What follows belongs to an exercise in optimizing a design on an open flow for small area, a short achievable clock period and few clock cycles per item; a production flow would make more cautious choices.
The RTL was checked by simulation tests, not by an equivalence proof against the original design.

==> flow/design.v <==
`default_nettype none
package rar_pkg;
    localparam logic [1:0] KIND_ADD = 2'd0;
    localparam logic [1:0] KIND_SUB = 2'd1;
    localparam logic [1:0] KIND_MUL = 2'd2;
    localparam logic [1:0] KIND_DIV = 2'd3;
    localparam logic [2:0] C_IDLE = 3'd0;
    localparam logic [2:0] C_ABS  = 3'd1;
    localparam logic [2:0] C_GCD  = 3'd2;
    localparam logic [2:0] C_DONE = 3'd3;
    localparam logic [2:0] C_ABSD = 3'd4;
endpackage
`default_nettype wire
`default_nettype none
module rar_add #(
    parameter int W = 64,
    parameter int L = 6          
) (
    input  wire logic [W-1:0] a,
    input  wire logic [W-1:0] b,
    input  wire logic         ci,
    output logic [W-1:0]      s,
    output logic              co
);
    logic [W-1:0] gg [0:2*L];
    logic [W-1:0] pp [0:2*L];
    logic [W:0]   c;
    assign gg[0] = a & b;
    assign pp[0] = a ^ b;
    for (genvar k = 0; k < L; k++) begin : g_up
        for (genvar i = 0; i < W; i++) begin : g_b
            if (((i + 1) % (2 << k)) == 0) begin : g_c
                assign gg[k+1][i] = gg[k][i] | (pp[k][i] & gg[k][i - (1 << k)]);
                assign pp[k+1][i] = pp[k][i] & pp[k][i - (1 << k)];
            end else begin : g_p
                assign gg[k+1][i] = gg[k][i];
                assign pp[k+1][i] = pp[k][i];
            end
        end
    end
    for (genvar k = L - 2; k >= 0; k--) begin : g_dn
        for (genvar i = 0; i < W; i++) begin : g_b
            if (((i + 1) % (2 << k)) == (1 << k) && i >= (2 << k)) begin : g_c
                assign gg[2*L-1-k][i] = gg[2*L-2-k][i] | (pp[2*L-2-k][i] & gg[2*L-2-k][i - (1 << k)]);
                assign pp[2*L-1-k][i] = pp[2*L-2-k][i] & pp[2*L-2-k][i - (1 << k)];
            end else begin : g_p
                assign gg[2*L-1-k][i] = gg[2*L-2-k][i];
                assign pp[2*L-1-k][i] = pp[2*L-2-k][i];
            end
        end
    end
    assign c[0] = ci;
    for (genvar i = 0; i < W; i++) begin : g_c2
        assign c[i+1] = gg[2*L-1][i] | (pp[2*L-1][i] & ci);
    end
    assign s  = pp[0] ^ c[W-1:0];
    assign co = c[W];
endmodule
module rational_arith_reduce (
    input  wire logic               clk,
    input  wire logic               rst_n,
    input  wire logic               in_valid,
    output logic                    in_stall,
    input  wire logic [1:0]         kind,
    input  wire logic signed [31:0] a_num,
    input  wire logic [30:0]        a_den,
    input  wire logic signed [31:0] b_num,
    input  wire logic [30:0]        b_den,
    output logic                    out_valid,
    input  wire logic               out_stall,
    output logic signed [31:0]      res_num,
    output logic [30:0]             res_den,
    output logic                    div_zero,
    output logic                    overflow
);
    logic [4:0]  m_cnt;         
    logic        m_full;        
    logic [33:0] n_hi;          
    logic [31:0] n_lo;          
    logic [32:0] d_hi;          
    logic [31:0] d_lo;          
    logic        m_dsgn;        
    logic        k_sub, k_div;  
    logic [2:0]  dg1, dg2, dg3;   
    logic        m_step, m_acc, m_last, m_take_d;
    logic        is_add, is_sub, is_mul, is_div;
    logic [32:0] y1_src, y2_src, y3_src;
    logic [2:0]  y1, y2, y3;
    logic [3:0]  dsel;
    logic [35:0] x1, x2, x3;
    logic [35:0] t1, t2, t3;
    logic [35:0] nh_in, dh_in;
    logic [35:0] csa_s, csa_c;
    logic [36:0] n_sum;
    logic [35:0] d_sum;
    logic        sgn_b;
    assign is_add = (kind == rar_pkg::KIND_ADD);
    assign is_sub = (kind == rar_pkg::KIND_SUB);
    assign is_mul = (kind == rar_pkg::KIND_MUL);
    assign is_div = (kind == rar_pkg::KIND_DIV);
    assign m_step   = in_valid && !m_full;
    assign m_acc    = m_step && (m_cnt != 5'd0);
    assign m_last   = (m_cnt == 5'd16);
    assign in_stall = !(m_last && !m_full);
    assign y1_src = {(is_mul ? b_num : {1'b0, b_den}), 1'b0};
    assign y2_src = {((is_add || is_sub) ? {1'b0, a_den} : 32'd0), 1'b0};
    assign y3_src = {(is_div ? {1'b0, a_den} : {1'b0, b_den}), 1'b0};
    assign dsel = m_cnt[3:0];
    assign y1 = y1_src[{dsel, 1'b0} +: 3];
    assign y2 = y2_src[{dsel, 1'b0} +: 3];
    assign y3 = y3_src[{dsel, 1'b0} +: 3];
    function automatic logic [2:0] booth(input logic [2:0] b, input logic flip);
        logic one, two;
        one = b[1] ^ b[0];
        two = (b[2] && !b[1] && !b[0]) || (!b[2] && b[1] && b[0]);
        booth = {one, two, (b[2] ^ flip) && (one || two)};
    endfunction
    assign sgn_b = is_div && b_num[31];
    assign x1 = {{4{a_num[31]}}, a_num};
    assign x2 = {{4{b_num[31]}}, b_num};
    assign x3 = k_div ? x2 : {5'd0, a_den};
    assign t1 = (dg1[2] ? x1 : dg1[1] ? {x1[34:0], 1'b0} : 36'd0) ^ {36{dg1[0]}};
    assign t2 = (dg2[2] ? x2 : dg2[1] ? {x2[34:0], 1'b0} : 36'd0) ^ {36{dg2[0]}};
    assign t3 = (dg3[2] ? x3 : dg3[1] ? {x3[34:0], 1'b0} : 36'd0) ^ {36{dg3[0]}};
    assign nh_in = (m_cnt == 5'd1) ? 36'd0 : {{2{n_hi[33]}}, n_hi};
    assign csa_s = nh_in ^ t1 ^ t2;
    assign csa_c = {(nh_in[34:0] & t1[34:0]) | (nh_in[34:0] & t2[34:0]) | (t1[34:0] & t2[34:0]), dg1[0]};
    rar_add #(.W(36), .L(6)) u_nadd (.a(csa_s), .b(csa_c), .ci(dg2[0]), .s(n_sum[36:1]), .co());
    assign n_sum[0] = 1'b0;
    assign dh_in = (m_cnt == 5'd1) ? 36'd0 : {{3{d_hi[32]}}, d_hi};
    rar_add #(.W(36), .L(6)) u_dadd (.a(dh_in), .b(t3), .ci(dg3[0]), .s(d_sum), .co());
    always_ff @(posedge clk or negedge rst_n)
    begin
        if (!rst_n)
        begin
            m_cnt  <= 5'd0;
            m_full <= 1'b0;
        end
        else
        begin
            if (m_step)
                m_cnt <= m_last ? 5'd0 : m_cnt + 5'd1;
            if (m_step && m_last)
                m_full <= 1'b1;
            else if (m_take_d)
                m_full <= 1'b0;
        end
    end
    always_ff @(posedge clk)
    begin
        if (m_step)
        begin
            dg1 <= booth(y1, 1'b0);
            dg2 <= booth(y2, is_sub);
            dg3 <= booth(y3, sgn_b);
            if (m_cnt == 5'd0)
            begin
                k_sub <= is_sub;
                k_div <= is_div;
            end
            if (m_last)
                m_dsgn <= sgn_b;
        end
        if (m_acc)
        begin
            n_hi <= n_sum[36:3];
            n_lo <= {n_sum[2:1], n_lo[31:2]};
            d_hi <= d_sum[34:2];
            d_lo <= {d_sum[1:0], d_lo[31:2]};
        end
    end
    logic [2:0]  c_state;
    logic [63:0] u, v;
    logic signed [31:0] ca, cb;
    logic [30:0] cc, ce;
    logic        ca_o, cb_o, cc_o, ce_o;
    logic        nsgn, nz, dz;
    logic        msk;           
    logic        take, load, last, abs_do;
    logic        in_idle, in_abs, in_absd, in_gcd, in_done;
    logic        u0, v0, bo, be, eq;
    logic [64:0] sub_u, sub_v;
    logic        ugt;
    logic        u_upd, v_upd;
    logic        su1, su2, sv1, sv2;
    logic [63:0] u_sh, v_sh, u_nx, v_nx;
    logic        npath, dzero, sigma;
    logic [63:0] d_val;
    assign in_idle = (c_state == rar_pkg::C_IDLE);
    assign in_abs  = (c_state == rar_pkg::C_ABS);
    assign in_absd = (c_state == rar_pkg::C_ABSD);
    assign in_gcd  = (c_state == rar_pkg::C_GCD);
    assign in_done = (c_state == rar_pkg::C_DONE);
    assign u0   = u[0];
    assign v0   = v[0];
    assign bo   = u0 && v0;
    assign be   = !u0 && !v0;
    assign eq   = (u == v);
    assign last   = in_gcd && bo && eq;
    assign take   = (in_done || in_absd) && !out_stall;
    assign load   = m_full && (in_idle || in_done || last);
    assign abs_do = in_abs || (in_absd && !out_stall);
    assign m_take_d = abs_do;
    logic bu, bv;
    rar_add #(.W(64), .L(6)) u_subu (.a(u), .b(~(msk ? v : 64'd0)), .ci(1'b1), .s(sub_u[63:0]), .co(bu));
    rar_add #(.W(64), .L(6)) u_subv (.a(v), .b(~(msk ? u : 64'd0)), .ci(1'b1), .s(sub_v[63:0]), .co(bv));
    assign sub_u[64] = !bu;
    assign sub_v[64] = !bv;
    assign ugt   = sub_v[64];
    assign u_upd = !u0 || (bo && ugt);
    assign v_upd = !v0 || (bo && !ugt);
    assign su1 = in_abs || in_absd || sub_u[1] || (be && v[1]);
    assign su2 = !su1;
    assign sv1 = in_abs || in_absd || sub_v[1] || (be && u[1]);
    assign sv2 = !sv1;
    assign u_sh = su1 ? {1'b0, sub_u[63:1]} : su2 ? {2'b00, sub_u[63:2]} : {3'b000, sub_u[63:3]};
    assign v_sh = sv1 ? {1'b0, sub_v[63:1]} : sv2 ? {2'b00, sub_v[63:2]} : {3'b000, sub_v[63:3]};
    assign dzero = (d_hi == 33'd0) && (d_lo == 32'd0);
    assign d_val = {2'b00, d_hi[29:0], d_lo[31:1], d_lo[0] | dzero};
    assign npath = nsgn || nz;
    assign sigma = nsgn ^ (m_dsgn && !dzero);
    always_comb
    begin
        u_nx = u;
        v_nx = v;
        if (load)
        begin
            u_nx = {n_hi[30:0], n_lo, 1'b0};
            v_nx = 64'd0;
        end
        else if (abs_do)
        begin
            u_nx = npath ? d_val : {1'b0, sub_u[63:1]};
            v_nx = npath ? {1'b0, sub_v[63:1]} : d_val;
        end
        else if (in_gcd)
        begin
            if (u_upd)
                u_nx = u_sh;
            if (v_upd)
                v_nx = v_sh;
        end
    end
    logic signed [31:0] ab_sum;
    logic [31:0] ce_sum;
    logic        ab_ovf, ce_ovf;
    logic [31:0] a_sh, b_sh;
    logic [30:0] c_sh, e_sh;
    logic        a_sho, b_sho, c_sho, e_sho;
    logic        a_shift, b_shift, a_add, b_add;
    rar_add #(.W(32), .L(5)) u_abadd (.a(ca), .b(cb), .ci(1'b0), .s(ab_sum), .co());
    assign ab_ovf = (ca[31] == cb[31]) && (ab_sum[31] != ca[31]);
    rar_add #(.W(31), .L(5)) u_ceadd (.a(cc), .b(ce), .ci(1'b0), .s(ce_sum[30:0]), .co(ce_sum[31]));
    assign ce_ovf = ce_sum[31];
    function automatic logic [32:0] shs(input logic [31:0] x, input logic s1, input logic s2);
        if (s1)
            shs = {x[31] != x[30], x[30:0], 1'b0};
        else if (s2)
            shs = {!((x[31] == x[30]) && (x[30] == x[29])), x[29:0], 2'b00};
        else
            shs = {!((x[31] == x[30]) && (x[30] == x[29]) && (x[29] == x[28])), x[28:0], 3'b000};
    endfunction
    function automatic logic [31:0] shu(input logic [30:0] x, input logic s1, input logic s2);
        if (s1)
            shu = {x[30], x[29:0], 1'b0};
        else if (s2)
            shu = {x[30] || x[29], x[28:0], 2'b00};
        else
            shu = {x[30] || x[29] || x[28], x[27:0], 3'b000};
    endfunction
    assign {a_sho, a_sh} = shs(ca, su1, su2);
    assign {b_sho, b_sh} = shs(cb, sv1, sv2);
    assign {c_sho, c_sh} = shu(cc, su1, su2);
    assign {e_sho, e_sh} = shu(ce, sv1, sv2);
    assign a_shift = u_upd && !be;
    assign b_shift = v_upd && !be;
    assign a_add   = bo && !ugt;
    assign b_add   = bo && ugt;
    always_ff @(posedge clk or negedge rst_n)
    begin
        if (!rst_n)
            c_state <= rar_pkg::C_IDLE;
        else if (abs_do)
            c_state <= nz ? rar_pkg::C_DONE : rar_pkg::C_GCD;
        else if (load)
            c_state <= (in_done && !out_stall) ? rar_pkg::C_ABS : (in_idle ? rar_pkg::C_ABS : rar_pkg::C_ABSD);
        else if (last)
            c_state <= rar_pkg::C_DONE;
        else if (take)
            c_state <= rar_pkg::C_IDLE;
    end
    always_ff @(posedge clk)
    begin
        u   <= u_nx;
        v   <= v_nx;
        msk <= load || (in_absd && out_stall) || (u_nx[0] && v_nx[0]);
        if (load)
        begin
            nsgn <= n_hi[33];
            nz   <= (n_hi == 34'd0) && (n_lo == 32'd0);
        end
        if (abs_do)
        begin
            dz <= dzero;
            if (npath)
            begin
                ca <= 32'd0;
                cb <= sigma ? -32'sd1 : 32'sd1;
                cc <= (dzero && !nz) ? 31'd0 : 31'd1;
                ce <= 31'd0;
            end
            else
            begin
                ca <= sigma ? -32'sd1 : 32'sd1;
                cb <= 32'd0;
                cc <= 31'd0;
                ce <= dzero ? 31'd0 : 31'd1;
            end
            ca_o <= 1'b0;
            cb_o <= 1'b0;
            cc_o <= 1'b0;
            ce_o <= 1'b0;
        end
        else if (in_gcd)
        begin
            if (a_shift)
            begin
                ca   <= a_sh;
                ca_o <= ca_o || a_sho;
                cc   <= c_sh;
                cc_o <= cc_o || c_sho;
            end
            else if (a_add)
            begin
                ca   <= ab_sum;
                ca_o <= ca_o || cb_o || ab_ovf;
                cc   <= ce_sum[30:0];
                cc_o <= cc_o || ce_o || ce_ovf;
            end
            if (b_shift)
            begin
                cb   <= b_sh;
                cb_o <= cb_o || b_sho;
                ce   <= e_sh;
                ce_o <= ce_o || e_sho;
            end
            else if (b_add)
            begin
                cb   <= ab_sum;
                cb_o <= ca_o || cb_o || ab_ovf;
                ce   <= ce_sum[30:0];
                ce_o <= cc_o || ce_o || ce_ovf;
            end
        end
    end
    assign out_valid = in_done || in_absd;
    assign res_num   = ca;
    assign res_den   = cc;
    assign div_zero  = dz;
    assign overflow  = ca_o || cc_o;
endmodule
`default_nettype wire
==> flow/run.sh <==
#!/bin/bash
# synth_recipe.tcl (not shown) runs the flow's synth.tcl, then flattens the netlist and writes it again
# the make line also repeats each setting of config.mk as NAME=value (left out here)
make -C /OpenROAD-flow-scripts/flow DESIGN_CONFIG=/design/flow/config.mk WORK_HOME=/design/flow/orfs CLKGATE_MAP_FILE= SYNTH_SCRIPT=/design/flow/synth_recipe.tcl finish
==> flow/config.mk <==
export PLATFORM = sky130hd
export DESIGN_NAME = rational_arith_reduce
export DESIGN_NICKNAME = rational_arith_reduce
export VERILOG_FILES = /design/flow/design.v
export SDC_FILE = /design/flow/constraint.sdc
export NUM_CORES = 4
export LEC_CHECK = 0
export CAP_MARGIN = 20
export CORE_MARGIN = 2
export CORE_UTILIZATION = 50
export SETUP_SLACK_MARGIN = 5
export SLEW_MARGIN = 20
==> flow/constraint.sdc <==
create_clock -name core_clock -period 10.5 [get_ports {clk}]
set_input_delay 2.1000 -clock core_clock [delete_from_list [all_inputs] [get_ports {clk}]]
set_output_delay 2.1000 -clock core_clock [all_outputs]
set_load 0.01 [all_outputs]
==> results of run 1 <==
==> per-layer routing <==
metal	part of all wire, %	GRT usage, %	vias to the layer above
met4	4.4	12.33	2
met3	8.8	5.324	247
li1	-	-	15470
met2	44	50.28	1465
met1	43	45.56	15880
met5	0.0078	0	-
==> worst max-delay path, cell delays in order <==
cell and delay [ps]:
clkdlybuf4s50_1 530, a22oi_2 100, xnor2_1 360, fa_1 490
ha_1 360, and3_4 200, a32o_1 230, a211oi_4 340
a21oi_2 120, o21ai_2 230, a21boi_4 110, a31oi_4 240
nand2b_1 130, a21oi_2 160, xnor2_1 70
==> registers in the layout, summed over array words and instances (netlist names), 5 cells and up <==
register  cells
d_lo         32
n_lo         32
u            64
v            63
n_hi         34
cb           32
cc           31
d_hi         33
m_cnt         5
ce           31
ca           32
==> area by class of cell <==
| class | count | area, um^2 |
|---|---|---|
| clock buffer | 65 | 1381 |
| clock inverter | 31 | 406.6 |
| fill | 6613 | 31110 |
| inverter | 90 | 344.1 |
| multi-input combinational | 3383 | 24610 |
| sequential | 412 | 11640 |
| tap | 959 | 1200 |
| timing repair buffer | 257 | 2519 |
==> through the flow <==
| step | hold slack (ps) | util (%) |
|---|---|---|
| finish | 461.8 | 57.51 |
| global placement | 439.5 | 54.42 |
| detailed placement | 445.3 | 54.42 |
| global route | 482.3 | 57.51 |
| floorplan | 426.1 | - |
| CTS | 459.5 | 57.06 |
==> path summary, 6_finish.rpt <==
path | start | end | slack (ps)
max | a_num[7] | n_hi[30] | 5110
min | ce_o | ce_o | 460
max reg2reg | msk | u[58] | 5140
min reg2reg | ce_o | ce_o | 460
max in group asynchronous | rst_n | m_cnt[0] | 8090
min in group asynchronous | rst_n | m_cnt[3] | 1890
==> kinds of logic (layout without fill, tap and decap cells) <==
| family | count (synthesis) | in the layout | share of synthesized area, % |
|---|---|---|---|
| simple gates | 1383 | 1383 | 17.04 |
| fa+ha+maj | 327 | 327 | 12.39 |
| mux | 182 | 182 | 6.297 |
| xor+xnor | 352 | 352 | 8.315 |
| compound gates | 1139 | 1139 | 21.01 |
| flops | 412 | 412 | 31.38 |
| buf+inv | 334 | 443 | 3.560 |
==> timing repair <==
item                       in CTS  in global routing
setup buffers                   4                  4
pin swaps                       7                 26
setup endpoints to repair     369                341
hold buffers                    0                  0
hold endpoints to repair        0                  0
resized for setup              29                 60
==> layout by cell type (no fill, tap or decap), types with 70 or more instances in the layout <==
master | Yosys | final
nand2_1 | 590 | 585
edfxtp_1 | 334 | 334
nor2_1 | 316 | 311
xnor2_1 | 270 | 261
ha_1 | 260 | 255
a21oi_1 | 248 | 241
o21ai_0 | 220 | 214
clkdlybuf4s50_1 | 0 | 176
nor2b_1 | 91 | 87
inv_1 | 85 | 85
xor2_1 | 82 | 82
a21o_1 | 80 | 80
mux2i_1 | 78 | 78
mux2_2 | 70 | 70
==> results.tsv, run 1 <==
stage	metric	value	unit
place	dp.cells	5093	
run_status	run_status	no timing/DRC/antenna violations	
grt	first_global_vias	31060	
synthesis	syn_avg_cell_area	8.979	um^2
synthesis	yosysTopAreaCell	edfxtp_1	
place	postPlaceCellArea	39840	um^2
place	dp_hpwl	91610	um
synthesis	synth_top_area_share	27.05	%
sta	max_slew.worst_pin.slew	1252	ps
grt	grt_max_degree	89	
drt	drt_iter0_markers	3469	
finish	syn_to_final_growth	13.55	%
drt	ant_nets	0	
setup_path	crit_path_end_kind	register	
setup_path	worst_r2r_path_depth	13	
synthesis	synthArstFlopShare	2.184	%
setup_path	startpoint_type	input port	
drt	drc	0	
synthesis	synthDistinctLibCells	91	
clock_tree	root_buffer	clkbuf_16	
synthesis	synth_area_leaders	edfxtp_1 27%, ha_1 8.8%, xnor2_1 6.4%, nand2_1 6.0%, dfxtp_1 3.7%	
floorplanning	die_w	276.3	um
place	dpl_worst_slack	3715	ps
worst_hold_path	holdPathStages	2	
worst_hold_path	min_path_type	reg2reg	
floorplanning	io_pins	199	
floorplanning	die_y	276.3	um
sta	slew_viol_final	0	
sta	grt_setup_unrepaired	no	
sta	setup_viol	0	
drt	wl_per_cell	24.56	um
finish	stdcell_area	42100	um^2
flow_run	drv_cap	0	
synthesis	synth_cells	4129	
drt	drt_wl_total	127600	um
finish	fin_cells	5197	
grt	antenna_found_initial	2	
synthesis	synth.most_common_cell	nand2_1	
grt	grt_usage	32.48	%
synthesis	syn_area	37080	um^2
sta	finalCriticalPeriod	5391	ps
clock_tree	clk_pin_slew_worst_paths	60	ps
clock_tree	cts_buffer_depth	3	
clock_tree	cts_tree	yes	
grt	grt_pass1_wl	193600	um
floorplanning	dieArea	76340	um^2
sta	fin_crit_sh	51.34	%
setup_path	crit_arrival	5780	ps
drt	viasPerCell	6.362	
grt	overflow	0	
setup_path	worstSetupPathType	in2reg	
clock_tree	clock_latency	640	ps
floorplanning	num_rows	99	
finish	fin_nets	4655	
setup_path	worst_ep_required_time	10890	ps
sta	max_clock_freq	185.5	MHz
setup_path	critPathMaxFanout	5	
synthesis	synthesis.nets	4588	
place	port_buffers	198	
sta	finalHoldViolations	0	
synthesis	ys.flop_type	edfxtp_1	
finish	n_antenna_cell	0	
synthesis	synth_commonest_cells	590 x nand2_1, 334 x edfxtp_1, 316 x nor2_1	
drt	drtPass1Iterations	6	
synthesis	synth_edf_count	334	
clock_tree	cts_made_buffers	52	
clock_tree	cts_sinks	412	
sta	finalWorstSetupSlack	5109	ps
sta	maxSlewHeadroom	16.24	%
synthesis	ys_seq_elements	412	
sta	fin_skew	37.19	ps
drt	vias	33060	
synthesis	yosys_warnings	13	
finish	drive_gt1_share	8.471	%
clock_tree	cts_max_level	2	
floorplanning	coreArea	73210	um^2
place	place_congestion	0.9833	
floorplanning	start_util	50.65	%
synthesis	yosysSeqAreaShare	31.38	%
sta	setup_tns	0	ps
Testbench counts, summed over its fixed seeds: cycles 60,878, items 1,920.
==> inputs of run 2 (changes only) <==
--- a/flow/design.v
+++ b/flow/design.v
@@ -73,100 +73,103 @@
     output logic                    div_zero,
     output logic                    overflow
 );
-    logic [4:0]  m_cnt;         
+    logic        m_busy;        
     logic        m_full;        
+    logic [3:0]  m_cnt;         
+    logic [31:0] xa, xb;        
+    logic [30:0] xd;            
+    logic        k_sub, k_div, k_two;
     logic [33:0] n_hi;          
     logic [31:0] n_lo;          
     logic [32:0] d_hi;          
     logic [31:0] d_lo;          
+    logic [2:0]  dg1, dga;      
     logic        m_dsgn;        
-    logic        k_sub, k_div;  
-    logic [2:0]  dg1, dg2, dg3;   
-    logic        m_step, m_acc, m_last, m_take_d;
+    logic        m_acc, m_take, m_take_d;
     logic        is_add, is_sub, is_mul, is_div;
-    logic [32:0] y1_src, y2_src, y3_src;
-    logic [2:0]  y1, y2, y3;
-    logic [3:0]  dsel;
+    logic [31:0] y1_in;
     logic [35:0] x1, x2, x3;
     logic [35:0] t1, t2, t3;
+    logic        c1, c2, c3;
     logic [35:0] nh_in, dh_in;
     logic [35:0] csa_s, csa_c;
     logic [36:0] n_sum;
     logic [35:0] d_sum;
-    logic        sgn_b;
     assign is_add = (kind == rar_pkg::KIND_ADD);
     assign is_sub = (kind == rar_pkg::KIND_SUB);
     assign is_mul = (kind == rar_pkg::KIND_MUL);
     assign is_div = (kind == rar_pkg::KIND_DIV);
-    assign m_step   = in_valid && !m_full;
-    assign m_acc    = m_step && (m_cnt != 5'd0);
-    assign m_last   = (m_cnt == 5'd16);
-    assign in_stall = !(m_last && !m_full);
-    assign y1_src = {(is_mul ? b_num : {1'b0, b_den}), 1'b0};
-    assign y2_src = {((is_add || is_sub) ? {1'b0, a_den} : 32'd0), 1'b0};
-    assign y3_src = {(is_div ? {1'b0, a_den} : {1'b0, b_den}), 1'b0};
-    assign dsel = m_cnt[3:0];
-    assign y1 = y1_src[{dsel, 1'b0} +: 3];
-    assign y2 = y2_src[{dsel, 1'b0} +: 3];
-    assign y3 = y3_src[{dsel, 1'b0} +: 3];
-    function automatic logic [2:0] booth(input logic [2:0] b, input logic flip);
-        logic one, two;
-        one = b[1] ^ b[0];
-        two = (b[2] && !b[1] && !b[0]) || (!b[2] && b[1] && b[0]);
-        booth = {one, two, (b[2] ^ flip) && (one || two)};
+    assign in_stall = m_busy || m_full;
+    assign m_take   = in_valid && !in_stall;
+    assign m_acc    = m_busy;
+    function automatic logic [2:0] booth(input logic [2:0] b);
+        booth = {b[1] ^ b[0], (b[2] && !b[1] && !b[0]) || (!b[2] && b[1] && b[0]), b[2]};
     endfunction
-    assign sgn_b = is_div && b_num[31];
-    assign x1 = {{4{a_num[31]}}, a_num};
-    assign x2 = {{4{b_num[31]}}, b_num};
-    assign x3 = k_div ? x2 : {5'd0, a_den};
-    assign t1 = (dg1[2] ? x1 : dg1[1] ? {x1[34:0], 1'b0} : 36'd0) ^ {36{dg1[0]}};
-    assign t2 = (dg2[2] ? x2 : dg2[1] ? {x2[34:0], 1'b0} : 36'd0) ^ {36{dg2[0]}};
-    assign t3 = (dg3[2] ? x3 : dg3[1] ? {x3[34:0], 1'b0} : 36'd0) ^ {36{dg3[0]}};
-    assign nh_in = (m_cnt == 5'd1) ? 36'd0 : {{2{n_hi[33]}}, n_hi};
+    assign y1_in = is_mul ? b_num : {1'b0, b_den};
+    assign x1 = {{4{xa[31]}}, xa};
+    assign x2 = {{4{xb[31]}}, xb};
+    assign x3 = k_div ? x2 : {5'd0, xd};
+    assign c1 = dg1[0] && (dg1[2] || dg1[1]);
+    assign c2 = (dga[0] ^ k_sub) && (dga[2] || dga[1]) && k_two;
+    assign c3 = (dga[0] ^ (k_div && xb[31])) && (dga[2] || dga[1]);
+    assign t1 = (dg1[2] ? x1 : dg1[1] ? {x1[34:0], 1'b0} : 36'd0) ^ {36{c1}};
+    assign t2 = (!k_two ? 36'd0 : dga[2] ? x2 : dga[1] ? {x2[34:0], 1'b0} : 36'd0) ^ {36{c2}};
+    assign t3 = (dga[2] ? x3 : dga[1] ? {x3[34:0], 1'b0} : 36'd0) ^ {36{c3}};
+    assign nh_in = (m_cnt == 4'd0) ? 36'd0 : {{2{n_hi[33]}}, n_hi};
     assign csa_s = nh_in ^ t1 ^ t2;
-    assign csa_c = {(nh_in[34:0] & t1[34:0]) | (nh_in[34:0] & t2[34:0]) | (t1[34:0] & t2[34:0]), dg1[0]};
-    rar_add #(.W(36), .L(6)) u_nadd (.a(csa_s), .b(csa_c), .ci(dg2[0]), .s(n_sum[36:1]), .co());
+    assign csa_c = {(nh_in[34:0] & t1[34:0]) | (nh_in[34:0] & t2[34:0]) | (t1[34:0] & t2[34:0]), c1};
+    rar_add #(.W(36), .L(6)) u_nadd (.a(csa_s), .b(csa_c), .ci(c2), .s(n_sum[36:1]), .co());
     assign n_sum[0] = 1'b0;
-    assign dh_in = (m_cnt == 5'd1) ? 36'd0 : {{3{d_hi[32]}}, d_hi};
-    rar_add #(.W(36), .L(6)) u_dadd (.a(dh_in), .b(t3), .ci(dg3[0]), .s(d_sum), .co());
+    assign dh_in = (m_cnt == 4'd0) ? 36'd0 : {{3{d_hi[32]}}, d_hi};
+    rar_add #(.W(36), .L(6)) u_dadd (.a(dh_in), .b(t3), .ci(c3), .s(d_sum), .co());
     always_ff @(posedge clk or negedge rst_n)
     begin
         if (!rst_n)
         begin
-            m_cnt  <= 5'd0;
+            m_busy <= 1'b0;
             m_full <= 1'b0;
+            m_cnt  <= 4'd0;
         end
         else
         begin
-            if (m_step)
-                m_cnt <= m_last ? 5'd0 : m_cnt + 5'd1;
-            if (m_step && m_last)
+            if (m_take)
+                m_busy <= 1'b1;
+            else if (m_busy && (m_cnt == 4'd15))
+                m_busy <= 1'b0;
+            if (m_busy && (m_cnt == 4'd15))
                 m_full <= 1'b1;
             else if (m_take_d)
                 m_full <= 1'b0;
+            if (m_take)
+                m_cnt <= 4'd0;
+            else if (m_busy)
+                m_cnt <= m_cnt + 4'd1;
         end
     end
     always_ff @(posedge clk)
     begin
-        if (m_step)
+        if (m_take)
         begin
-            dg1 <= booth(y1, 1'b0);
-            dg2 <= booth(y2, is_sub);
-            dg3 <= booth(y3, sgn_b);
-            if (m_cnt == 5'd0)
-            begin
-                k_sub <= is_sub;
-                k_div <= is_div;
-            end
-            if (m_last)
-                m_dsgn <= sgn_b;
+            xa     <= a_num;
+            xb     <= b_num;
+            xd     <= b_den;
+            k_sub  <= is_sub;
+            k_div  <= is_div;
+            k_two  <= is_add || is_sub;
+            m_dsgn <= is_div && b_num[31];
+            n_lo   <= y1_in;
+            d_lo   <= {1'b0, a_den};
+            dg1    <= booth({y1_in[1:0], 1'b0});
+            dga    <= booth({a_den[1:0], 1'b0});
         end
-        if (m_acc)
+        else if (m_acc)
         begin
             n_hi <= n_sum[36:3];
             n_lo <= {n_sum[2:1], n_lo[31:2]};
             d_hi <= d_sum[34:2];
             d_lo <= {d_sum[1:0], d_lo[31:2]};
+            dg1  <= booth(n_lo[3:1]);
+            dga  <= booth(d_lo[3:1]);
         end
     end
     logic [2:0]  c_state;
@@ -210,9 +213,9 @@
     assign u_upd = !u0 || (bo && ugt);
     assign v_upd = !v0 || (bo && !ugt);
     assign su1 = in_abs || in_absd || sub_u[1] || (be && v[1]);
-    assign su2 = !su1;
+    assign su2 = !su1 && (sub_u[2] || (be && v[2]));
     assign sv1 = in_abs || in_absd || sub_v[1] || (be && u[1]);
-    assign sv2 = !sv1;
+    assign sv2 = !sv1 && (sub_v[2] || (be && u[2]));
     assign u_sh = su1 ? {1'b0, sub_u[63:1]} : su2 ? {2'b00, sub_u[63:2]} : {3'b000, sub_u[63:3]};
     assign v_sh = sv1 ? {1'b0, sub_v[63:1]} : sv2 ? {2'b00, sub_v[63:2]} : {3'b000, sub_v[63:3]};
     assign dzero = (d_hi == 33'd0) && (d_lo == 32'd0);
==> flow/flow/run.sh (new file) <==
#!/bin/bash
set -euo pipefail
bash standard.sh SETUP_SLACK_MARGIN=6 finish > orfs_make.log 2>&1
==> flow/standard.sh (new file) <==
#!/bin/bash
# synth_recipe.tcl (not shown) runs the flow's synth.tcl, then flattens the netlist and writes it again
# the make line also repeats each setting of config.mk as NAME=value (left out here)
make -C /OpenROAD-flow-scripts/flow DESIGN_CONFIG=/design/flow/config.mk WORK_HOME=/design/flow/orfs CLKGATE_MAP_FILE= SYNTH_SCRIPT=/design/flow/synth_recipe.tcl "${@:-finish}"
--- a/flow/config.mk
+++ b/flow/config.mk
@@ -8,5 +8,4 @@
 export CAP_MARGIN = 20
 export CORE_MARGIN = 2
 export CORE_UTILIZATION = 50
-export SETUP_SLACK_MARGIN = 5
 export SLEW_MARGIN = 20
removed: flow/run.sh
==> run 2 against run 1 <==
Compared with the run above:
- critical path depth grew 5
- register-to-register slack improved by 700 ps
- utilization is 1.7 points higher
- via count up 19%
- clock skew is 2.6 ps higher
- synthesized cell count increased by 18%
- flip-flop and latch count increased by 92
- highest routed layer is now met4
==> results.tsv, run 2 <==
stage	metric	value	unit	change
grt	first_global_vias	35940		+16%
drt	drt_wl_total	159100	um	+25%
synthesis	ys_seq_elements	504		+22%
drt	drc	0		unchanged
grt	grt_pass1_wl	229700	um	+19%
drt	drtPass1Iterations	6		unchanged
sta	maxSlewHeadroom	30.17	%	+14 points
synthesis	syn_avg_cell_area	8.555	um^2	-4.7%
setup_path	crit_path_end_kind	register		
sta	finalCriticalPeriod	4662	ps	-728.7 ps
finish	syn_to_final_growth	17.81	%	
synthesis	synth_cells	4891		+18%
synthesis	synth_top_area_share	30.50	%	+3.4 points
setup_path	reg2reg_slack	5840	ps	+700 ps
finish	stdcell_area	49290	um^2	+17%
finish	largest-register	u		
setup_path	startpoint_type	register		
clock_tree	cts_max_level	2		unchanged
setup_path	worst_ep_required_time	10930	ps	+40 ps
setup_path	critPathMaxFanout	4		-1
synthesis	syn_area	41840	um^2	+13%
synthesis	synthesis.nets	5349		+17%
finish	reg_top3	u x64, v x63, n_hi x34		
place	postPlaceCellArea	44510	um^2	+12%
grt	grt_usage	35.07	%	+2.6 points
synthesis	synthArstFlopShare	1.786	%	-0.40 points
drt	vias	39200		+19%
sta	finalHoldViolations	0		unchanged
grt	met2_usage	53.96	%	+3.7 points
run_status	run_status	no timing/DRC/antenna violations		
floorplanning	dieArea	86010	um^2	+13%
finish	fin_nets	5473		+18%
finish	fin_cells	6147		+18%
synthesis	yosysTopAreaCell	edfxtp_1		
drt	wl_per_cell	25.89	um	+5.4%
finish	n_antenna_cell	0		unchanged
sta	setup_viol	0		unchanged
drt	drt_iter0_markers	3991		+15%
floorplanning	die_y	293.3	um	+6.1%
synthesis	synth.most_common_cell	nand2_1		
finish	final_util	59.18	%	+1.7 points
drt	ant_nets	0		unchanged
sta	fin_crit_sh	44.40	%	-6.9 points
floorplanning	die_w	293.3	um	+6.1%
synthesis	synthDistinctLibCells	101		+11%
clock_tree	cts_made_buffers	61		+17%
synthesis	yosysSeqAreaShare	34.39	%	+3.0 points
sta	grt_setup_unrepaired	yes		
flow_run	drv_cap	0		unchanged
place	port_buffers	198		unchanged
finish	largest_reg_flops	64		unchanged
finish	layout_commonest_cell	nand2_1		
grt	top_usage_layer	met2		
grt	antenna_found_initial	3		+1
clock_tree	clk_pin_slew_worst_paths	70	ps	about the same
synthesis	synth_commonest_cells	859 x nand2_1, 427 x a21oi_1, 425 x edfxtp_1		
synthesis	synth_area_leaders	edfxtp_1 31%, ha_1 7.7%, nand2_1 7.7%, a21oi_1 5.1%, xor2_1 4.1%		
sta	max_slew.worst_pin.slew	1043	ps	-208.9 ps
place	place_congestion	0.9878		+0.46%
setup_path	crit_arrival	5090	ps	-690 ps
finish	drive_gt1_share	10.85	%	+2.4 points
synthesis	synth_edf_count	425		+27%
grt	overflow	0		unchanged
floorplanning	coreArea	83290	um^2	+14%
setup_path	worstSetupPathType	reg2reg		
floorplanning	io_pins	199		unchanged
floorplanning	start_util	50.24	%	-0.41 points
clock_tree	cts_buffer_depth	3		unchanged
grt	grtUsageMet3	5.454	%	+0.13 points
sta	max_clock_freq	214.5	MHz	+16%
clock_tree	clock_latency	680	ps	+40 ps
sta	fin_skew	39.83	ps	+2.639 ps
sta	slew_viol_final	0		unchanged
finish	mostFrequentLayoutCells	846 x nand2_1, 425 x edfxtp_1, 406 x a21oi_1		
synthesis	ys.flop_type	edfxtp_1		
grt	grt_max_degree	153		+72%
floorplanning	num_rows	106		+7.1%
grt	gr-usage-met1	47.36	%	+1.8 points
sta	setup_tns	0	ps	unchanged
place	dp.cells	5902		+16%
synthesis	yosys_warnings	13		unchanged
clock_tree	root_buffer	clkbuf_16		
clock_tree	cts_hold_buffers	0		unchanged
clock_tree	cts_sinks	504		+22%
drt	viasPerCell	6.377		+0.24%
clock_tree	cts_tree	yes		
worst_hold_path	min_path_type	reg2reg		
place	dp_hpwl	108700	um	+19%
finish	nFillCells	7517		+14%
-- run 2: changes by cell type after synthesis, moves of 32 or more --
cell	change
a21oi_1	+179
a311oi_1	+39
clkbuf_1	+64
edfxtp_1	+91
mux4_2	-34
nand2_1	+269
nor2_1	+82
o211ai_1	+40
o21ai_1	+32
o31ai_1	-37
xnor2_1	-115
xor2_1	+116
-- run 2: per-stage QoR --
stage | setup slack [ps] | hold WS (ps)
after global placement | 4580 | 432.7
after global routing | 5640 | 475.3
after floorplan | 6027 | 422.9
after detailed placement | 4511 | 435.8
final | 5838 | 444.4
after CTS | 5897 | 446.9
-- run 2: layout make-up --
type / instances / area [um^2] / share of cell area, %
timing repair buffer: 366 / 3880 / 7.871
multi-input combinational: 3983 / 27210 / 55.20
clock buffer: 74 / 1605 / 3.257
inverter: 99 / 386.6 / 0.7843
tap: 1080 / 1351 / 2.741
clock inverter: 41 / 462.9 / 0.9391
sequential: 504 / 14400 / 29.21
-- run 2: final timing paths --
check / from / end / cells after the start
min reg2reg: ce_o / ce_o / 2
min: ce_o / ce_o / 2
max in group asynchronous: rst_n / m_busy / 1
max reg2reg: dga[0] / n_hi[25] / 20
max: dga[0] / n_hi[25] / 20
min in group asynchronous: rst_n / m_cnt[2] / 1
-- run 2: layer usage --
| metal | vias up | share of wire, % | wire [um] |
|---|---|---|---|
| li1 | 18110 | - | - |
| met4 | 0 | 6.8 | 10890 |
| met5 | - | 0 | 0 |
| met2 | 1994 | 44 | 70190 |
| met3 | 378 | 9.2 | 14650 |
| met1 | 18720 | 40 | 63380 |
-- run 2: critical path: stages (launching register included) --
cell and delay [ps]:
edfxtp_1 410, buf_6 160, buf_4 180, xor2_1 320, a22oi_2 140, nor2b_2 160
fa_1 440, ha_1 300, a31oi_1 210, o21bai_2 120, a21oi_2 220, o211ai_1 120
buf_4 160, a2111oi_4 430, buf_4 190, nor3_4 60, o21a_1 230, o21a_1 190
o21a_1 210, nor2_2 90, xnor2_1 70
-- run 2: kinds of logic after synthesis --
family	after synthesis	share of synthesized area, %
multiplexers	99	2.506
adder cells (fa/ha/maj)	326	10.95
AO/OA/AOI/OAI	1408	21.90
XOR/XNOR	353	7.389
AND/OR/NAND/NOR	1783	18.89
flip-flops	504	34.39
buffers and inverters	418	3.971
-- run 2: timing repair --
action                                  in CTS  in global routing
setup buffers                               40                 64
endpoints found under the hold margin        0                  0
gates resized for setup                    116                185
pin swaps                                   23                107
cloned                                      13                 13
endpoints found under the setup margin     499                339
Testbench counts of run 2, summed over its fixed seeds: cycles 53,752, items 1,920.
==> inputs of run 3 (changes only) <==
--- a/flow/design.v
+++ b/flow/design.v
@@ -56,6 +56,48 @@
     assign s  = pp[0] ^ c[W-1:0];
     assign co = c[W];
 endmodule
+module rar_add2 #(
+    parameter int W = 63,
+    parameter int L = 6          
+) (
+    input  wire logic [W-1:0] a,
+    input  wire logic [W-1:0] b,
+    output logic [W-1:0]      s0,
+    output logic [W-1:0]      s1,
+    output logic              co0,
+    output logic              pall
+);
+    logic [W-1:0] gg [0:2*L];
+    logic [W-1:0] pp [0:2*L];
+    assign gg[0] = a & b;
+    assign pp[0] = a ^ b;
+    for (genvar k = 0; k < L; k++) begin : g_up
+        for (genvar i = 0; i < W; i++) begin : g_b
+            if (((i + 1) % (2 << k)) == 0) begin : g_c
+                assign gg[k+1][i] = gg[k][i] | (pp[k][i] & gg[k][i - (1 << k)]);
+                assign pp[k+1][i] = pp[k][i] & pp[k][i - (1 << k)];
+            end else begin : g_p
+                assign gg[k+1][i] = gg[k][i];
+                assign pp[k+1][i] = pp[k][i];
+            end
+        end
+    end
+    for (genvar k = L - 2; k >= 0; k--) begin : g_dn
+        for (genvar i = 0; i < W; i++) begin : g_b
+            if (((i + 1) % (2 << k)) == (1 << k) && i >= (2 << k)) begin : g_c
+                assign gg[2*L-1-k][i] = gg[2*L-2-k][i] | (pp[2*L-2-k][i] & gg[2*L-2-k][i - (1 << k)]);
+                assign pp[2*L-1-k][i] = pp[2*L-2-k][i] & pp[2*L-2-k][i - (1 << k)];
+            end else begin : g_p
+                assign gg[2*L-1-k][i] = gg[2*L-2-k][i];
+                assign pp[2*L-1-k][i] = pp[2*L-2-k][i];
+            end
+        end
+    end
+    assign s0   = pp[0] ^ {gg[2*L-1][W-2:0], 1'b0};
+    assign s1   = pp[0] ^ {gg[2*L-1][W-2:0] | pp[2*L-1][W-2:0], 1'b1};
+    assign co0  = gg[2*L-1][W-1];
+    assign pall = pp[2*L-1][W-1];
+endmodule
 module rational_arith_reduce (
     input  wire logic               clk,
     input  wire logic               rst_n,
@@ -76,9 +118,9 @@
     logic        m_busy;        
     logic        m_full;        
     logic [3:0]  m_cnt;         
-    logic [31:0] xa, xb;        
+    logic [31:0] xb;            
     logic [30:0] xd;            
-    logic        k_sub, k_div, k_two;
+    logic        k_sub, k_mul, k_div, k_two;
     logic [33:0] n_hi;          
     logic [31:0] n_lo;          
     logic [32:0] d_hi;          
@@ -87,7 +129,6 @@
     logic        m_dsgn;        
     logic        m_acc, m_take, m_take_d;
     logic        is_add, is_sub, is_mul, is_div;
-    logic [31:0] y1_in;
     logic [35:0] x1, x2, x3;
     logic [35:0] t1, t2, t3;
     logic        c1, c2, c3;
@@ -105,9 +146,8 @@
     function automatic logic [2:0] booth(input logic [2:0] b);
         booth = {b[1] ^ b[0], (b[2] && !b[1] && !b[0]) || (!b[2] && b[1] && b[0]), b[2]};
     endfunction
-    assign y1_in = is_mul ? b_num : {1'b0, b_den};
-    assign x1 = {{4{xa[31]}}, xa};
     assign x2 = {{4{xb[31]}}, xb};
+    assign x1 = k_mul ? x2 : {5'd0, xd};
     assign x3 = k_div ? x2 : {5'd0, xd};
     assign c1 = dg1[0] && (dg1[2] || dg1[1]);
     assign c2 = (dga[0] ^ k_sub) && (dga[2] || dga[1]) && k_two;
@@ -150,16 +190,16 @@
     begin
         if (m_take)
         begin
-            xa     <= a_num;
             xb     <= b_num;
             xd     <= b_den;
             k_sub  <= is_sub;
+            k_mul  <= is_mul;
             k_div  <= is_div;
             k_two  <= is_add || is_sub;
             m_dsgn <= is_div && b_num[31];
-            n_lo   <= y1_in;
+            n_lo   <= a_num;
             d_lo   <= {1'b0, a_den};
-            dg1    <= booth({y1_in[1:0], 1'b0});
+            dg1    <= booth({a_num[1:0], 1'b0});
             dga    <= booth({a_den[1:0], 1'b0});
         end
         else if (m_acc)
@@ -178,15 +218,19 @@
     logic [30:0] cc, ce;
     logic        ca_o, cb_o, cc_o, ce_o;
     logic        nsgn, nz, dz;
-    logic        msk;           
-    logic        take, load, last, abs_do;
+    logic        dsg, dzn;      
+    logic        mu, mv;        
+    logic        pend;          
+    logic        ps1, ps2;      
+    logic        take, load, last, abs_do, abs_any;
     logic        in_idle, in_abs, in_absd, in_gcd, in_done;
-    logic        u0, v0, bo, be, eq;
-    logic [64:0] sub_u, sub_v;
-    logic        ugt;
-    logic        u_upd, v_upd;
-    logic        su1, su2, sv1, sv2;
+    logic        u0, v0, bo, be;
+    logic [62:0] y, xn, x0;
+    logic        ugt, eq;
+    logic        u_upd, v_upd, be_e;
+    logic        su1, su2, sv1, sv2, sbe1, sbe2;
     logic [63:0] u_sh, v_sh, u_nx, v_nx;
+    logic        pend_nx;
     logic        npath, dzero, sigma;
     logic [63:0] d_val;
     assign in_idle = (c_state == rar_pkg::C_IDLE);
@@ -198,43 +242,73 @@
     assign v0   = v[0];
     assign bo   = u0 && v0;
     assign be   = !u0 && !v0;
-    assign eq   = (u == v);
+    assign be_e = be && !pend;
+    rar_add2 #(.W(63), .L(6)) u_sub (
+        .a(mu ? 63'd0 : u[63:1]),
+        .b(~(mv ? 63'd0 : v[63:1])),
+        .s0(x0), .s1(y), .co0(ugt), .pall(eq)
+    );
+    assign xn = ~x0;
     assign last   = in_gcd && bo && eq;
     assign take   = (in_done || in_absd) && !out_stall;
     assign load   = m_full && (in_idle || in_done || last);
     assign abs_do = in_abs || (in_absd && !out_stall);
-    assign m_take_d = abs_do;
-    logic bu, bv;
-    rar_add #(.W(64), .L(6)) u_subu (.a(u), .b(~(msk ? v : 64'd0)), .ci(1'b1), .s(sub_u[63:0]), .co(bu));
-    rar_add #(.W(64), .L(6)) u_subv (.a(v), .b(~(msk ? u : 64'd0)), .ci(1'b1), .s(sub_v[63:0]), .co(bv));
-    assign sub_u[64] = !bu;
-    assign sub_v[64] = !bv;
-    assign ugt   = sub_v[64];
-    assign u_upd = !u0 || (bo && ugt);
-    assign v_upd = !v0 || (bo && !ugt);
-    assign su1 = in_abs || in_absd || sub_u[1] || (be && v[1]);
-    assign su2 = !su1 && (sub_u[2] || (be && v[2]));
-    assign sv1 = in_abs || in_absd || sub_v[1] || (be && u[1]);
-    assign sv2 = !sv1 && (sub_v[2] || (be && u[2]));
-    assign u_sh = su1 ? {1'b0, sub_u[63:1]} : su2 ? {2'b00, sub_u[63:2]} : {3'b000, sub_u[63:3]};
-    assign v_sh = sv1 ? {1'b0, sub_v[63:1]} : sv2 ? {2'b00, sub_v[63:2]} : {3'b000, sub_v[63:3]};
+    assign abs_any = in_abs || in_absd;
+    assign m_take_d = load;
+    assign u_upd = !pend && (!u0 || (bo && ugt));
+    assign v_upd = pend || (u0 && !v0) || (bo && !ugt);
+    assign sbe1 = u[1] || v[1];
+    assign sbe2 = u[2] || v[2];
+    assign su1 = abs_any || (be_e ? sbe1 : y[0]);
+    assign su2 = !su1 && (be_e ? sbe2 : y[1]);
+    assign sv1 = abs_any || (pend ? ps1 : xn[0]);
+    assign sv2 = !sv1 && (pend ? ps2 : xn[1]);
+    assign u_sh = su1 ? {1'b0, y} : su2 ? {2'b00, y[62:1]} : {3'b000, y[62:2]};
+    assign v_sh = sv1 ? {1'b0, xn} : sv2 ? {2'b00, xn[62:1]} : {3'b000, xn[62:2]};
+    logic u0n, v0n;
+    always_comb
+    begin
+        if (abs_do)
+        begin
+            u0n = npath ? v[0] : y[0];
+            v0n = npath ? xn[0] : v[0];
+        end
+        else if (pend)
+        begin
+            u0n = u[0];
+            v0n = ps1 ? v[1] : ps2 ? v[2] : v[3];
+        end
+        else if (be)
+        begin
+            u0n = sbe1 ? u[1] : sbe2 ? u[2] : u[3];
+            v0n = 1'b0;
+        end
+        else
+        begin
+            u0n = u_upd ? (y[0] || y[1] || y[2]) : 1'b1;
+            v0n = v_upd ? (xn[0] || xn[1] || xn[2]) : 1'b1;
+        end
+    end
     assign dzero = (d_hi == 33'd0) && (d_lo == 32'd0);
     assign d_val = {2'b00, d_hi[29:0], d_lo[31:1], d_lo[0] | dzero};
     assign npath = nsgn || nz;
-    assign sigma = nsgn ^ (m_dsgn && !dzero);
+    assign sigma = nsgn ^ (dsg && !dzn);
     always_comb
     begin
         u_nx = u;
         v_nx = v;
+        pend_nx = pend;
         if (load)
         begin
             u_nx = {n_hi[30:0], n_lo, 1'b0};
-            v_nx = 64'd0;
+            v_nx = d_val;
+            pend_nx = 1'b0;
         end
         else if (abs_do)
         begin
-            u_nx = npath ? d_val : {1'b0, sub_u[63:1]};
-            v_nx = npath ? {1'b0, sub_v[63:1]} : d_val;
+            u_nx = npath ? v : {1'b0, y};
+            v_nx = npath ? {1'b0, xn} : v;
+            pend_nx = 1'b0;
         end
         else if (in_gcd)
         begin
@@ -242,6 +316,7 @@
                 u_nx = u_sh;
             if (v_upd)
                 v_nx = v_sh;
+            pend_nx = be_e;
         end
     end
     logic signed [31:0] ab_sum;
@@ -276,7 +351,7 @@
     assign {c_sho, c_sh} = shu(cc, su1, su2);
     assign {e_sho, e_sh} = shu(ce, sv1, sv2);
     assign a_shift = u_upd && !be;
-    assign b_shift = v_upd && !be;
+    assign b_shift = v_upd && !pend;
     assign a_add   = bo && !ugt;
     assign b_add   = bo && ugt;
     always_ff @(posedge clk or negedge rst_n)
@@ -294,22 +369,39 @@
     end
     always_ff @(posedge clk)
     begin
-        u   <= u_nx;
-        v   <= v_nx;
-        msk <= load || (in_absd && out_stall) || (u_nx[0] && v_nx[0]);
+        u    <= u_nx;
+        v    <= v_nx;
+        pend <= pend_nx;
+        if (in_gcd && be_e)
+        begin
+            ps1 <= sbe1;
+            ps2 <= sbe2;
+        end
+        if (load || (in_absd && out_stall))
+        begin
+            mu <= 1'b0;
+            mv <= 1'b1;
+        end
+        else
+        begin
+            mu <= (u0n && !v0n) || pend_nx;
+            mv <= !u0n && (v0n || !pend_nx);
+        end
         if (load)
         begin
             nsgn <= n_hi[33];
             nz   <= (n_hi == 34'd0) && (n_lo == 32'd0);
+            dsg  <= m_dsgn;
+            dzn  <= dzero;
         end
         if (abs_do)
         begin
-            dz <= dzero;
+            dz <= dzn;
             if (npath)
             begin
                 ca <= 32'd0;
                 cb <= sigma ? -32'sd1 : 32'sd1;
-                cc <= (dzero && !nz) ? 31'd0 : 31'd1;
+                cc <= (dzn && !nz) ? 31'd0 : 31'd1;
                 ce <= 31'd0;
             end
             else
@@ -317,7 +409,7 @@
                 ca <= sigma ? -32'sd1 : 32'sd1;
                 cb <= 32'd0;
                 cc <= 31'd0;
-                ce <= dzero ? 31'd0 : 31'd1;
+                ce <= dzn ? 31'd0 : 31'd1;
             end
             ca_o <= 1'b0;
             cb_o <= 1'b0;
==> flow/flow/run.sh (replaced) <==
#!/bin/bash
set -euo pipefail
bash standard.sh SETUP_SLACK_MARGIN=6 "BUFFER_PORTS_ARGS=-buffer_cell sky130_fd_sc_hd__buf_2" finish > orfs_make.log 2>&1
--- a/flow/config.mk
+++ b/flow/config.mk
@@ -7,5 +7,5 @@
 export LEC_CHECK = 0
 export CAP_MARGIN = 20
 export CORE_MARGIN = 2
-export CORE_UTILIZATION = 50
+export CORE_UTILIZATION = 55
 export SLEW_MARGIN = 20
==> run 3 against run 2 <==
Compared with the run above:
- synthesized cell count fell by 13%
- highest routed layer unchanged
- utilization rose by 8.1 points
- first-iteration DRC count fell by 15%
- sequential share of layout area rose by 1.6 points
- routed wire length fell by 20%
- register-to-register slack barely moved
- synthesized area fell by 8.4%
- setup slack improved by 14 ps
- maximum frequency rose by 0.31%
- flip-flop and latch count fell by 25
==> results.tsv, run 3 <==
stage	metric	value	unit	change
clock_tree	clock_latency	660	ps	-20 ps
grt	antenna_found_initial	1		-2
sta	slew_viol_final	0		unchanged
clock_tree	cts_tree	yes		
grt	grt_pass1_wl	185000	um	-19%
sta	finalHoldViolations	0		unchanged
sta	max_slew.worst_pin.slew	1074	ps	+31.05 ps
place	postPlaceCellArea	39920	um^2	-10%
finish	reg_top3	u x64, v x63, n_hi x34		
synthesis	synthesis.nets	4693		-12%
grt	grt_usage	33.05	%	-2.0 points
synthesis	synthDistinctLibCells	95		-5.9%
setup_path	rr_endpoint	cb[3]		
place	place_congestion	0.8821		-11%
floorplanning	die_y	268.0	um	-8.6%
clock_tree	cts_made_buffers	59		-3.3%
sta	setup_viol	0		unchanged
setup_path	startpoint_type	register		
setup_path	crit_buf_inv	5		+1
sta	maxSlewHeadroom	28.40	%	-1.8 points
setup_path	worstReg2RegStart	mv		
synthesis	yosys_warnings	13		unchanged
setup_path	worst_ep_required_time	10860	ps	-70 ps
setup_path	crit_path_cell_trace	buf_12 -> buf_16 -> nand2b_1 -> ha_4 -> nand4_1 -> buf_4 -> or3_4 -> nor3_4 -> a2111oi_4 -> or2_1 -> o21ai_2 -> a21o_1 -> a21oi_2 -> ha_2 -> nand2b_4 -> buf_4 -> a21oi_2 -> or2_4 -> buf_12		
finish	mostFrequentLayoutCells	646 x nand2_1, 460 x edfxtp_1, 381 x a21oi_1		
setup_path	worst_r2r_path_depth	19		-5.0%
finish	largest-register	u		
worst_hold_path	holdPathStages	2		unchanged
synthesis	synth_cells	4270		-13%
synthesis	syn_avg_cell_area	8.978	um^2	+4.9%
drt	drtPass1Iterations	6		unchanged
synthesis	synth_top_area_share	36.03	%	+5.5 points
sta	setup_tns	0	ps	unchanged
synthesis	ys_seq_elements	479		-5.0%
flow_run	drv_cap	0		unchanged
floorplanning	io_pins	199		unchanged
synthesis	synth_area_leaders	edfxtp_1 36%, nand2_1 6.6%, ha_1 6.3%, a21oi_1 5.9%, fa_1 5.1%		
clock_tree	cts_max_level	2		unchanged
setup_path	worstSetupPathType	reg2reg		
drt	drt_wl_total	127100	um	-20%
synthesis	syn_area	38340	um^2	-8.4%
finish	largest_reg_flops	64		unchanged
finish	fin_nets	4886		-11%
setup_path	crit_path_end_kind	register		
setup_path	reg2reg_slack	5850	ps	about the same
sta	max_clock_freq	215.2	MHz	+0.31%
clock_tree	cts_sinks	479		-5.0%
drt	viasPerCell	6.276		-1.6%
finish	syn_to_final_growth	20.80	%	
worst_hold_path	hp-start	ce_o		
finish	stdcell_area	46310	um^2	-6.1%
sta	grt_setup_unrepaired	yes		
sta	fin_crit_sh	44.26	%	-0.14 points
synthesis	yosysSeqAreaShare	37.14	%	+2.8 points
floorplanning	start_util	55.70	%	+5.5 points
sta	fin_skew	34.90	ps	-4.938 ps
synthesis	yosysTopAreaCell	edfxtp_1		
clock_tree	root_buffer	clkbuf_16		
finish	drive_gt1_share	20.57	%	+9.7 points
drt	vias	34180		-13%
synthesis	synth_edf_count	460		+8.2%
worst_hold_path	min_path_type	reg2reg		
sta	finalCriticalPeriod	4648	ps	-14.41 ps
grt	overflow	0		unchanged
grt	first_global_vias	31970		-11%
drt	drc	0		unchanged
drt	wl_per_cell	23.34	um	-9.8%
setup_path	cp_top_family	simple AND/OR/NAND/NOR gates		
floorplanning	coreArea	68830	um^2	-17%
place	dp_hpwl	78110	um	-28%
worst_hold_path	holdPathEnd	ce_o		
synthesis	synthArstFlopShare	1.879	%	+0.093 points
synthesis	ys.flop_type	edfxtp_1		
grt	grt_max_degree	175		+14%
synthesis	synth_commonest_cells	670 x nand2_1, 460 x edfxtp_1, 455 x a21oi_1		
synthesis	synth.most_common_cell	nand2_1		
drt	drt_iter0_markers	3394		-15%
run_status	run_status	no timing/DRC/antenna violations		
setup_path	crit_arrival	5010	ps	-80 ps
setup_path	slowest_stage	a21oi_2		
floorplanning	dieArea	71830	um^2	-16%
floorplanning	num_rows	96		-9.4%
place	port_buffers	198		unchanged
setup_path	max_stage_delay	440	ps	about the same
drt	ant_nets	0		unchanged
setup_path	critPathMaxFanout	8		+4
clock_tree	clk_pin_slew_worst_paths	60	ps	about the same
clock_tree	cts_buffer_depth	3		unchanged
floorplanning	die_w	268.0	um	-8.6%
finish	layout_commonest_cell	nand2_1		
run 3: how the worst max path moves through the flow:
| stage | startpoint | end | slack (ps) | cells past startpoint |
|---|---|---|---|---|
| 2_1_floorplan | mu | ce[13] | 6000 | 22 |
| 3_3_place_gp | mu | cb[18] | 4450 | 20 |
| 3_5_place_dp | mu | cb[24] | 4210 | 20 |
| 4_1_cts | k_sub | n_hi[32] | 5930 | 17 |
| 5_1_grt | mv | mv | 5680 | 25 |
| 6_report | mv | cb[3] | 5850 | 19 |
run 3: kinds of logic (layout without fill, tap and decap cells):
group	after synthesis	after routing	share of synthesized area (%)
AOI/OAI and AO/OA	1223	1224	20.34
xor gates and xnor gates	267	267	6.100
adders and majority gates	291	291	11.42
buffers and inverters	393	616	3.962
DFF	479	479	37.14
muxes	109	109	2.960
other	0	3	0
and+or+nand+nor	1508	1526	18.08
run 3: timing repair:
| item | CTS | global route |
|---|---|---|
| gates resized for setup | 180 | 370 |
| buffers inserted | 54 | 67 |
| setup endpoints to repair | 525 | 452 |
| pin swaps | 33 | 119 |
| hold buffers | 0 | 0 |
| cloned | 22 | 25 |
run 3: routing by layer:
layer  track usage [%]  up-vias  share of wire, %
li1                  -    15890                 -
met1             45.96    16500                41
met2             53.44     1552                47
met3             5.590      231               8.8
met4             9.074        0               3.1
met5                 0        -                 0
run 3: final cells by class:
| cell class | count | area [um^2] |
|---|---|---|
| sequential | 479 | 14250 |
| antenna | 3 | 7.507 |
| clock buffer | 76 | 1580 |
| fill | 5694 | 22510 |
| inverter | 112 | 422.9 |
| multi-input combinational | 3417 | 24990 |
| timing repair buffer | 394 | 3491 |
| tap | 931 | 1165 |
| clock inverter | 34 | 405.4 |
run 3: tightest hold or removal path: cells and delay by family, from the launching register on:
family | cells | cell delay [ps]
flip-flops | 1 | 330
AO/OA/AOI/OAI | 1 | 40
AND/OR/NAND/NOR | 1 | 70
run 3: through the flow:
stage	cells	utilization (%)	hold WS, ps	setup WS [ps]
6_report	5446	67.29	479.1	5852
5_1_grt	5443	67.28	515.6	5680
4_1_cts	5350	63.36	474.7	5931
3_5_place_dp	5164	58.00	463.2	4208
3_3_place_gp	5164	58.00	461.3	4453
2_1_floorplan	4270	-	400.3	6003
Testbench counts of run 3, summed over its fixed seeds: cycles 54,254, items 1,920.
==> inputs of run 4 (changes only) <==
==> flow/run.sh (new file) <==
#!/bin/bash
# synth_recipe.tcl (not shown) runs the flow's synth.tcl, then flattens the netlist and writes it again
# the make line also repeats each setting of config.mk as NAME=value (left out here)
make -C /OpenROAD-flow-scripts/flow DESIGN_CONFIG=/design/flow/config.mk WORK_HOME=/design/flow/orfs CLKGATE_MAP_FILE= SYNTH_SCRIPT=/design/flow/synth_recipe.tcl finish
--- a/flow/config.mk
+++ b/flow/config.mk
@@ -8,4 +8,5 @@
 export CAP_MARGIN = 20
 export CORE_MARGIN = 2
 export CORE_UTILIZATION = 55
+export SETUP_SLACK_MARGIN = 5
 export SLEW_MARGIN = 20
removed: flow/flow/run.sh
removed: flow/standard.sh
==> run 4 against run 3 <==
Compared with the run above:
- still clean
- global-route usage down 1.9 points
- synthesized cell count unchanged
- synthesized area unchanged
- sequential share of layout area up 2.4 points
- first-iteration DRC count down 13%
- clock skew down 18 ps
==> results.tsv, run 4 <==
stage	metric	value	unit	change
worst_hold_path	hp-start	ce_o		
synthesis	ys_seq_elements	479		unchanged
grt	overflow	0		unchanged
drt	wl_per_cell	21.45	um	-8.1%
setup_path	max_stage_delay	870	ps	+430 ps
drt	viasPerCell	6.183		-1.5%
synthesis	syn_area	38340	um^2	unchanged
setup_path	slowest_stage	buf_4		
synthesis	synthArstFlopShare	1.879	%	unchanged
finish	layout_commonest_cell	nand2_1		
drt	ant_nets	0		unchanged
finish	syn_to_final_growth	12.03	%	
setup_path	critPathMaxFanout	94		+86
grt	grt_pass1_wl	175900	um	-4.9%
setup_path	crit_top_cell	nor2_1		
finish	fin_nets	4730		-3.2%
sta	fin_crit_sh	50.33	%	+6.1 points
clock_tree	cts_sinks	479		unchanged
finish	reg_top3	u x64, v x63, n_hi x34		
setup_path	reg2reg_slack	5260	ps	-590 ps
clock_tree	cts_buffer_depth	3		unchanged
finish	mostFrequentLayoutCells	668 x nand2_1, 460 x edfxtp_1, 455 x a21oi_1		
clock_tree	cts_made_buffers	56		-5.1%
floorplanning	die_y	268.0	um	unchanged
floorplanning	io_pins	199		unchanged
place	port_buffers	198		unchanged
place	place_congestion	0.9215		+4.5%
setup_path	cp_top_family	buffers and inverters		
synthesis	synthDistinctLibCells	95		unchanged
synthesis	yosys_warnings	13		unchanged
clock_tree	root_buffer	clkbuf_16		
drt	vias	32680		-4.4%
worst_hold_path	holdPathStages	2		unchanged
sta	setup_tns	0	ps	unchanged
synthesis	synth_area_leaders	edfxtp_1 36%, nand2_1 6.6%, ha_1 6.3%, a21oi_1 5.9%, fa_1 5.1%		
synthesis	synth_commonest_cells	670 x nand2_1, 460 x edfxtp_1, 455 x a21oi_1		
setup_path	worst_ep_required_time	10760	ps	-100 ps
floorplanning	die_w	268.0	um	unchanged
sta	fin_skew	17.22	ps	-17.67 ps
worst_hold_path	holdPathEnd	ce_o		
synthesis	ys.flop_type	edfxtp_1		
synthesis	synth_top_area_share	36.03	%	unchanged
sta	grt_setup_unrepaired	yes		
floorplanning	num_rows	96		unchanged
drt	drt_iter0_markers	2953		-13%
setup_path	worst_r2r_path_depth	14		-5
sta	finalHoldViolations	0		unchanged
grt	grt_usage	31.12	%	-1.9 points
finish	largest_reg_flops	64		unchanged
setup_path	crit_path_cell_trace	clkdlybuf4s50_1 -> nor2_1 -> nor2_1 -> or2_1 -> inv_2 -> buf_4 -> or2_2 -> buf_8		
setup_path	worstSetupPathType	in2reg		
setup_path	startpoint_type	input port		
clock_tree	clk_pin_slew_worst_paths	60	ps	about the same
synthesis	synth.most_common_cell	nand2_1		
setup_path	crit_path_end_kind	register		
sta	max_slew.worst_pin.slew	1219	ps	+144.9 ps
synthesis	synth_cells	4270		unchanged
flow_run	drv_cap	0		unchanged
drt	drc	0		unchanged
worst_hold_path	min_path_type	reg2reg		
clock_tree	clock_latency	630	ps	-30 ps
grt	first_global_vias	30720		-3.9%
synthesis	synth_edf_count	460		unchanged
synthesis	yosysSeqAreaShare	37.14	%	unchanged
finish	drive_gt1_share	5.904	%	-15 points
synthesis	syn_avg_cell_area	8.978	um^2	unchanged
synthesis	synthesis.nets	4693		unchanged
sta	setup_viol	0		unchanged
floorplanning	dieArea	71830	um^2	unchanged
clock_tree	cts_tree	yes		
floorplanning	coreArea	68830	um^2	unchanged
grt	grt_max_degree	168		-4.0%
run_status	run_status	no timing/DRC/antenna violations		
sta	max_clock_freq	189.2	MHz	-12%
finish	largest-register	u		
drt	drtPass1Iterations	6		unchanged
floorplanning	start_util	55.70	%	unchanged
clock_tree	cts_max_level	2		unchanged
synthesis	yosysTopAreaCell	edfxtp_1		
sta	slew_viol_final	0		unchanged
drt	drt_wl_total	113300	um	-11%
setup_path	crit_arrival	5550	ps	+540 ps
sta	maxSlewHeadroom	18.12	%	-10 points
setup_path	crit_buf_inv	4		-1
place	dp_hpwl	77550	um	-0.72%
grt	antenna_found_initial	1		unchanged
setup_path	worstReg2RegStart	dg1[1]		
sta	finalCriticalPeriod	5284	ps	+636.5 ps
setup_path	rr_endpoint	n_hi[31]		
-- run 4: area by class of cell --
class,instances,area (um^2)
fill,6017,25880
multi-input combinational,3403,22830
sequential,479,14240
timing repair buffer,255,2564
clock buffer,73,1496
tap,931,1165
inverter,112,422.9
clock inverter,31,229.0
antenna,1,2.502
-- run 4: worst max-delay path by stage --
stage / startpoint / slack, ps / cells after the start / end
floorplan: mu / 5370 / 19 / u[10]
global placement: mu / 4280 / 19 / cb[29]
detailed placement: mu / 4120 / 19 / cb[19]
CTS: mv / 5030 / 22 / mv
global route: mv / 4950 / 23 / mv
finish: out_stall / 5220 / 8 / ca[22]
-- run 4: cell families after synthesis --
kind of cell               Yosys count  share of synthesized area (%)
muxes                              109                          2.960
AOI/OAI and AO/OA                 1223                          20.34
and+or+nand+nor                   1508                          18.08
xor gates and xnor gates           267                          6.100
buffers and inverters              393                          3.962
adders and majority gates          291                          11.42
DFF                                479                          37.14
-- run 4: stage by stage --
stage	setup WS, ps	std cells	hold WS, ps	utilization [%]	cell area (um^2)
floorplan	5372	4270	400.3	-	38340
global placement	4276	5159	477.1	59.37	40860
detailed placement	4124	5159	474.6	59.37	40860
CTS	5032	5268	486.8	62.03	42690
global route	4953	5284	511.3	62.40	42950
finish	5216	5285	486.7	62.40	42950
-- run 4: what timing repair did --
item / 4_1_cts / 5_1_grt
cloned: 3 / 2
setup endpoints to repair: 368 / 310
hold buffers: 0 / 0
pin swaps: 2 / 2
resized for setup: 15 / 18
setup buffers: 2 / 14
-- run 4: worst min-delay path: cells and delay by family (launching register included) --
kind	cells	cell delay (ps)
simple gates	1	70
flops	1	340
compound gates	1	40
-- run 4: layer usage --
layer	part of all wire [%]	routed length [um]	vias up	GRT usage, %
met3	7.8	8862	151	4.261
met2	45	51270	1259	49.37
met1	44	50300	15700	44.68
met5	0	0	-	0
li1	-	-	15560	-
met4	2.6	2913	0	8.712

==> static timing again, ports no longer ideal <==
Ports are ideal in the flow. The routed layouts listed here were re-timed in OpenROAD.
Step 1 (the two cells are an assumption about what drives the block):
set clk [get_ports {clk}]
set_driving_cell -lib_cell sky130_fd_sc_hd__clkbuf_16 $clk
set_driving_cell -lib_cell sky130_fd_sc_hd__buf_2 [delete_from_list [all_inputs] $clk]
Step 2, shift: input delay + t, output delay - t, t = (earliest + latest rising clock arrival at the registers) / 2. This alone moves slack from input paths to output paths.
a / b / c = no drivers / after step 1 / after step 2; a / b = the first two.
| run | t (ns) | setup WS [ns] | latest minus earliest clock arrival (ns) |
|---|---|---|---|
| run 1 | 0.686 | 5.109 / 5.142 / 4.468 | 0.038 / 0.038 |
| run 2 | 0.727 | 5.838 / 5.838 / 5.325 | 0.044 / 0.044 |
| run 3 | 0.712 | 5.852 / 5.852 / 5.572 | 0.039 / 0.038 |
| run 4 | 0.691 | 5.216 / 5.211 / 4.520 | 0.018 / 0.018 |
After both steps every run listed still meets setup and hold. The setup slack of run 4, which loses most, moves by -0.005 ns with the drivers and by -0.696 ns with both steps.
